This design comes from an exercise in tuning for small area on the open sky130 flow, not from production work. Only simulation tests tie the RTL to the original design; equivalence was not proved. No activity file was given, so power comes from the tool's default toggle rates. No driver is modelled on the clock port, so clocking that relies on it looks cheaper here than on a real chip.

Setup of run 1:
Design aes_round_key_cache, start of the top module:
module aes_round_key_cache #(
    parameter int unsigned MAX_KEYS = 15,
    parameter int unsigned IDX_W    = 4
) (
    input  logic               CLK,
    input  logic               RST_N,
    input  logic               start,
    input  logic [1:0]         mode,
    input  logic [255:0]       key,
    output logic               exp_load,
    output logic               exp_revers,
    output logic [1:0]         exp_mode,
    output logic [255:0]       exp_key,
    input  logic [127:0]       exp_round_key,
    input  logic [4:0]         exp_round,
    output logic               busy,
    output logic               keys_valid,
    input  logic               rd_en,
    input  logic               rd_inverse,
    input  logic [IDX_W-1:0]   rd_idx,
    output logic [127:0]       rd_key,
    output logic               rd_valid,
    output logic               err
);
export LEC_CHECK = 0
export CAP_MARGIN = 20
export CORE_MARGIN = 2
export CORE_UTILIZATION = 60
export CTS_BUF_LIST = sky130_fd_sc_hd__clkbuf_4
export SLEW_MARGIN = 20
create_clock -name core_clock -period 5.0 [get_ports {CLK}]
standard.sh (not shown) runs the stock make flow with config.mk's settings and CLKGATE_MAP_FILE= SYNTH_SCRIPT=/design/flow/synth_recipe.tcl, a recipe that flattens the netlist after the stock synthesis.
==> flow/flow/run.sh <==
#!/bin/bash
# Standard layout, with the smallest buffer cell (buf_1) on every input and output port.
set -euo pipefail
bash standard.sh 'BUFFER_PORTS_ARGS=-buffer_cell sky130_fd_sc_hd__buf_1' finish > flow_make.log 2>&1
Relative to run 1, the following input files were edited for run 2:
- CTS_BUF_LIST removed (was sky130_fd_sc_hd__clkbuf_4)
- CORE_UTILIZATION changed from 60 to 40
==> flow/run.sh (new file) <==
#!/bin/bash
# synth_recipe.tcl (not shown) runs the flow's synth.tcl, then flattens the netlist and writes it again
# the make line also repeats each setting of config.mk as NAME=value (left out here)
make -C /OpenROAD-flow-scripts/flow DESIGN_CONFIG=/design/flow/config.mk WORK_HOME=/design/flow/orfs CLKGATE_MAP_FILE= SYNTH_SCRIPT=/design/flow/synth_recipe.tcl finish
removed: flow/flow/run.sh
removed: flow/standard.sh
- Reported for run 1 and run 2, DRC violation count after routing turned out identical to the last digit.
- Number of stages on the worst hold path, run 1 and run 2: lower on run 2
- Compared to run 1, run 2 has starting density of the core 20 points lower.
- Cmp run 2 vs run 1: clock network fraction of design power higher in run 2
- Routed wire length in run 2 is about 4% lower than in run 1
- In run 2 the combinational share of power turned out 0.4 points higher than in run 1.
- Comparing run 1 and run 2, the lower sum of internal, switching and leakage power was measured on run 1.
- Of run 1 and run 2, the run reporting the lower met2 track demand over resource was run 2.
- Routed length on met1 ended up about 0.8% higher on run 2 than on run 1.
- Relative to run 1, core utilization has gone down in run 2.
- In the flow results for run 1 and run 2, the non-clock buffer count is larger on run 1.
## Diff of input files: run 3 against run 2
- CTS_BUF_LIST newly set to sky130_fd_sc_hd__clkbuf_4
- CORE_UTILIZATION changed from 40 to 60
Findings:
Run 3 | stages: all done | timing, DRC, antenna: all pass
In summary, run 2 completed successfully, with a layout that passed the timing, DRC and antenna checks.
[run 3] all-layer global routing usage rose 11 points relative to run 2
Relative to run 2, count of clock buffers in the final design has gone up in run 3.
Run 3 vs run 2 — power dissipated in combinational cells climbed slightly
On worst setup slack after placement: run 3 sits below run 2.
Changes observed in run 3 relative to run 2: total power fell by about 3%; via density per instance rose by 0.50.

* * *

Setup of zinc:
Another version of the RTL of aes_round_key_cache (not shown whole).
Size in the first run: roughly 3800 cells after synthesis, roughly 790 I/O pins, about 56000 µm² of cells after synthesis.
==> flow/config.mk <==
export PLATFORM = sky130hd
export DESIGN_NAME = aes_round_key_cache
export DESIGN_NICKNAME = aes_round_key_cache
export VERILOG_FILES = /design/flow/design.v
export SDC_FILE = /design/flow/constraint.sdc
export NUM_CORES = 4
export LEC_CHECK = 0
export CAP_MARGIN = 20
export CORE_MARGIN = 2
export CORE_UTILIZATION = 65
export SLEW_MARGIN = 20
==> flow/constraint.sdc <==
create_clock -name core_clock -period 5.0 [get_ports {CLK}]
set_input_delay 1.0000 -clock core_clock [delete_from_list [all_inputs] [get_ports {CLK}]]
set_output_delay 1.0000 -clock core_clock [all_outputs]
set_load 0.01 [all_outputs]
==> flow/flow/run.sh <==
#!/bin/bash
# Standard layout (the standard.sh, standard synthesis unchanged) with two changes:
#  - every input and output port gets a buf_1 buffer instead of the default port buffer cell;
#  - the clock tree uses clkbuf_16 with larger sink clusters and no dummy loads.
set -euo pipefail
CTS="-sink_clustering_enable -repair_clock_nets -buf_list sky130_fd_sc_hd__clkbuf_16 -sink_clustering_size 30 -sink_clustering_max_diameter 80 -dont_use_dummy_load"
bash standard.sh 'BUFFER_PORTS_ARGS=-buffer_cell sky130_fd_sc_hd__buf_1' "CTS_ARGS=$CTS" finish > flow_make.log 2>&1
Modified inputs, cedar compared to zinc
Settings: changing CORE_UTILIZATION from 65 to 50.
### Flow results
- cedar did not stop at any stage, and its layout met the timing, DRC and antenna checks.
- A critical path startpoint of sel_q[14] is what cedar shows, while sel_q[2] belongs to zinc.
- The detailed-routed wire length on met3 of cedar exceeds that of zinc by about 3.4%.
- Register area: cedar vs zinc identical
- cedar against zinc: floorplan row count up 15%, first-iteration DRC count dropped 215, proportion of final cell area spent on non-clock buffers was more or less identical.
- Re share of power burned in the clock network: zinc was lower than cedar.
- Per the comparison of cedar with zinc, maximum frequency -1.4%; final standard cell area without fillers up about 0.9%; global-route total usage across every layer decreased by 6.1 points relative to the old numbers.
- The power of zinc and that of cedar are within noise of each other.
- Compared with zinc, cedar degrades worst slack on hold paths.

* * *

build 78:
The RTL this note starts from:
==> flow/design.v <==
module aes_round_key_cache #(
    parameter int unsigned MAX_KEYS = 15,
    parameter int unsigned IDX_W    = 4
) (
    input  logic               CLK,
    input  logic               RST_N,
    input  logic               start,
    input  logic [1:0]         mode,
    input  logic [255:0]       key,
    output logic               exp_load,
    output logic               exp_revers,
    output logic [1:0]         exp_mode,
    output logic [255:0]       exp_key,
    input  logic [127:0]       exp_round_key,
    input  logic [4:0]         exp_round,
    output logic               busy,
    output logic               keys_valid,
    input  logic               rd_en,
    input  logic               rd_inverse,
    input  logic [IDX_W-1:0]   rd_idx,
    output logic [127:0]       rd_key,
    output logic               rd_valid,
    output logic               err
);
    logic               exp_load_q;
    logic               busy_q;
    logic               keys_valid_q;
    logic               rd_valid_q;
    logic               err_q;
    logic               desync_q;
    logic [1:0]         mode_q;
    logic [3:0]         cnt_q;       
    logic [MAX_KEYS-1:0] sel_q;      
    logic [127:0]       ring_q [MAX_KEYS];
    logic               fill;
    logic               can_start;
    logic               start_ok;
    logic               start_bad;
    logic               rd_ok;
    logic               rd_bad;
    logic               desync_hit;
    logic [3:0]         nr;
    logic [3:0]         cnt_d;
    logic [3:0]         lidx;
    logic [4:0]         pos;
    logic [3:0]         sel_d;
    logic               hit0;
    logic               hit1;
    function automatic logic [3:0] nr_of(input logic [1:0] m);
        case (m)
            2'd0:    nr_of = 4'd10;
            2'd1:    nr_of = 4'd12;
            default: nr_of = 4'd14;
        endcase
    endfunction
    always_comb begin
        nr         = nr_of(mode_q);
        fill       = busy_q && !exp_load_q;
        can_start  = !busy_q;
        start_ok   = start && can_start && (mode != 2'd3);
        start_bad  = start && can_start && (mode == 2'd3);
        rd_ok      = rd_en && keys_valid_q && (rd_idx <= nr);
        rd_bad     = rd_en && !rd_ok;
        desync_hit = fill && (exp_round != {1'b0, cnt_q});
        if (exp_load_q)          cnt_d = 4'd0;
        else if (cnt_q == 4'd14) cnt_d = 4'd0;
        else                     cnt_d = cnt_q + 4'd1;
        lidx       = rd_inverse ? (nr - rd_idx) : rd_idx;
        pos        = {1'b0, cnt_d} + 5'd14 - {1'b0, lidx};    
        sel_d      = (pos >= 5'd15) ? 4'(pos - 5'd15) : pos[3:0];
        hit0       = start_ok && (sel_d == 4'd0);
        hit1       = start_ok && (sel_d == 4'd1);
    end
    always_ff @(posedge CLK or negedge RST_N) begin
        if (!RST_N) begin
            exp_load_q   <= 1'b0;
            busy_q       <= 1'b0;
            keys_valid_q <= 1'b0;
            rd_valid_q   <= 1'b0;
            err_q        <= 1'b0;
        end else begin
            exp_load_q <= start_ok;
            rd_valid_q <= rd_ok;
            err_q      <= start_bad | rd_bad | (desync_hit & !desync_q);
            if (start_ok) begin
                busy_q       <= 1'b1;
                keys_valid_q <= 1'b0;
            end else if (fill && (cnt_q == nr)) begin
                busy_q       <= 1'b0;
                keys_valid_q <= 1'b1;
            end
        end
    end
    always_ff @(posedge CLK) begin
        if (start_ok) begin
            mode_q <= mode;
        end
        if (start_ok) begin
            desync_q <= 1'b0;
        end else if (desync_hit) begin
            desync_q <= 1'b1;
        end
        cnt_q <= cnt_d;
        for (int i = 0; i < MAX_KEYS; i++) begin
            sel_q[i] <= rd_ok && ((hit0 || hit1) ? (i == 2) : (sel_d == 4'(i)));
        end
    end
    logic [127:0] ring_in0;
    logic [127:0] ring_in1;
    logic [127:0] ring_in2;
    rkc_ao222 u_in0 (
        .a(exp_round_key),        .sa(fill),
        .b(key[127:0]),           .sb(start_ok),
        .c(ring_q[MAX_KEYS-1]),   .sc(!fill && !start_ok),
        .y(ring_in0)
    );
    rkc_ao22 u_in1 (
        .a(key[255:128]),         .sa(start_ok),
        .b(ring_q[0]),            .sb(!start_ok),
        .y(ring_in1)
    );
    rkc_ao222 u_in2 (
        .a(ring_q[MAX_KEYS-1]),   .sa(hit0),
        .b(ring_q[0]),            .sb(hit1),
        .c(ring_q[1]),            .sc(!hit0 && !hit1),
        .y(ring_in2)
    );
    always_ff @(posedge CLK) begin
        ring_q[0] <= ring_in0;
        ring_q[1] <= ring_in1;
        ring_q[2] <= ring_in2;
        for (int i = 3; i < MAX_KEYS; i++) begin
            ring_q[i] <= ring_q[i-1];
        end
    end
    logic [127:0] grp_n [5];
    for (genvar g = 0; g < 5; g++) begin : g_grp
        rkc_aoi3 u_aoi (
            .a(ring_q[3*g]),   .sa(sel_q[3*g]),
            .b(ring_q[3*g+1]), .sb(sel_q[3*g+1]),
            .c(ring_q[3*g+2]), .sc(sel_q[3*g+2]),
            .y(grp_n[g])
        );
    end
    rkc_nand5 u_or (
        .a(grp_n[0]), .b(grp_n[1]), .c(grp_n[2]), .d(grp_n[3]), .e(grp_n[4]),
        .y(rd_key)
    );
    assign exp_load   = exp_load_q;
    assign exp_revers = 1'b0;
    assign exp_mode   = mode_q;
    assign exp_key    = {ring_q[1], ring_q[0]};
    assign busy       = busy_q;
    assign keys_valid = keys_valid_q;
    assign rd_valid   = rd_valid_q;
    assign err        = err_q;
endmodule
module rkc_aoi3 (
    input  logic [127:0] a,
    input  logic         sa,
    input  logic [127:0] b,
    input  logic         sb,
    input  logic [127:0] c,
    input  logic         sc,
    output logic [127:0] y
);
    assign y = ~((a & {128{sa}}) | (b & {128{sb}}) | (c & {128{sc}}));
endmodule
module rkc_nand5 (
    input  logic [127:0] a,
    input  logic [127:0] b,
    input  logic [127:0] c,
    input  logic [127:0] d,
    input  logic [127:0] e,
    output logic [127:0] y
);
    assign y = ~(a & b & c & d & e);
endmodule
module rkc_ao22 (
    input  logic [127:0] a,
    input  logic         sa,
    input  logic [127:0] b,
    input  logic         sb,
    output logic [127:0] y
);
    assign y = (a & {128{sa}}) | (b & {128{sb}});
endmodule
module rkc_ao222 (
    input  logic [127:0] a,
    input  logic         sa,
    input  logic [127:0] b,
    input  logic         sb,
    input  logic [127:0] c,
    input  logic         sc,
    output logic [127:0] y
);
    assign y = (a & {128{sa}}) | (b & {128{sb}}) | (c & {128{sc}});
endmodule
Settings: LEC_CHECK=0, CAP_MARGIN=20, CORE_MARGIN=2, CORE_UTILIZATION=55, SLEW_MARGIN=20, SYNTH_HIERARCHICAL=1; clock period 5.0 ns.
Scripts as last shown in full above: flow/flow/run.sh
Build 78 did not stop at any stage, and its layout met the timing, DRC and antenna checks.
Edits applied to the flow inputs when going from build 78 to build 60:
- a change of CORE_UTILIZATION from 55 to 65
==> flow/flow/run.sh <==
#!/bin/bash
# Standard layout (the standard.sh, standard synthesis unchanged) with three changes:
#  - every input and output port gets a buf_1 buffer instead of the default port buffer cell;
#  - the clock tree uses clkbuf_16 with larger sink clusters and no dummy loads;
#  - after global routing, power recovery downsizes cells on all paths that keep positive slack.
set -euo pipefail
CTS="-sink_clustering_enable -repair_clock_nets -buf_list sky130_fd_sc_hd__clkbuf_16 -sink_clustering_size 30 -sink_clustering_max_diameter 80 -dont_use_dummy_load"
bash standard.sh 'BUFFER_PORTS_ARGS=-buffer_cell sky130_fd_sc_hd__buf_1' "CTS_ARGS=$CTS" RECOVER_POWER=100 finish > flow_make.log 2>&1
### Flow results
Build 60 finished every stage; the final checks, however, were not passed, the failures being max-capacitance violations, max-slew violations.
Compared with build 78, build 60 shows a higher sequential share of layout area.
Fmax: build 60 below build 78
Run comparison: build 60 library cell contributing the largest single delay on the critical path sky130_fd_sc_hd__dfxtp_2; build 78 library cell contributing the largest single delay on the critical path sky130_fd_sc_hd__a211o_4
Taking build 78 as the reference point, the reported max-cap violation count of build 60 rises by 3.
## Diff of input files: build 8 against build 60
==> flow/flow/run.sh <==
#!/bin/bash
# Standard layout (the standard.sh, standard synthesis unchanged) with two changes:
#  - every input and output port gets a buf_1 buffer instead of the default port buffer cell;
#  - the clock tree uses clkbuf_16 with larger sink clusters and no dummy loads.
set -euo pipefail
CTS="-sink_clustering_enable -repair_clock_nets -buf_list sky130_fd_sc_hd__clkbuf_16 -sink_clustering_size 30 -sink_clustering_max_diameter 80 -dont_use_dummy_load"
bash standard.sh 'BUFFER_PORTS_ARGS=-buffer_cell sky130_fd_sc_hd__buf_1' "CTS_ARGS=$CTS" finish > flow_make.log 2>&1
Notes after the runs:
Switching power delta (build 8 -> build 60): insignificant. When build 8 is set beside build 60, its share of the clock period used by the worst path turns out to be 3.0 points smaller. Post-detailed-route wirelength per cell: build 8 vs build 60 — no meaningful difference. Build 8 reached the end of the flow, and the finished layout is clean on the timing, DRC and antenna checks.

-- re-timing with driven ports --
Ports are ideal in the flow. The routed layouts listed here were re-timed in OpenROAD. Step 1, drivers: a clkbuf_16 drives CLK and a buf_2 each remaining input, both assumed. Step 2 also shifts input and output timing later by t, the mid clock arrival at the registers, as if the neighbouring blocks saw the same clock. a / b / c = ideal / step 1 / step 2; a / b = the first two.
| run | t (ns) | setup WS [ns] | cell pins on the clock port's net |
|---|---|---|---|
| run 1 | 1.258 | 0.176 / 0.106 / 1.141 | 1 |
| run 2 | 0.873 | 0.206 / 0.131 / 0.860 | 1 |
| run 3 | 1.272 | 0.100 / 0.029 / 0.758 | 1 |
| zinc | 0.726 | 1.115 / 1.044 / 0.828 | 1 |
| cedar | 0.752 | 1.059 / 0.982 / 0.832 | 1 |
| build 78 | 0.736 | 0.422 / 0.422 / -0.145 | 1 |
| build 60 | 0.711 | 0.367 / 0.294 / -0.225 | 1 |
| build 8 | 0.711 | 0.515 / 0.515 / -0.079 | 1 |
The setup slack of build 8, which loses most, moves by 0.000 ns with the drivers and by -0.594 ns with both steps.
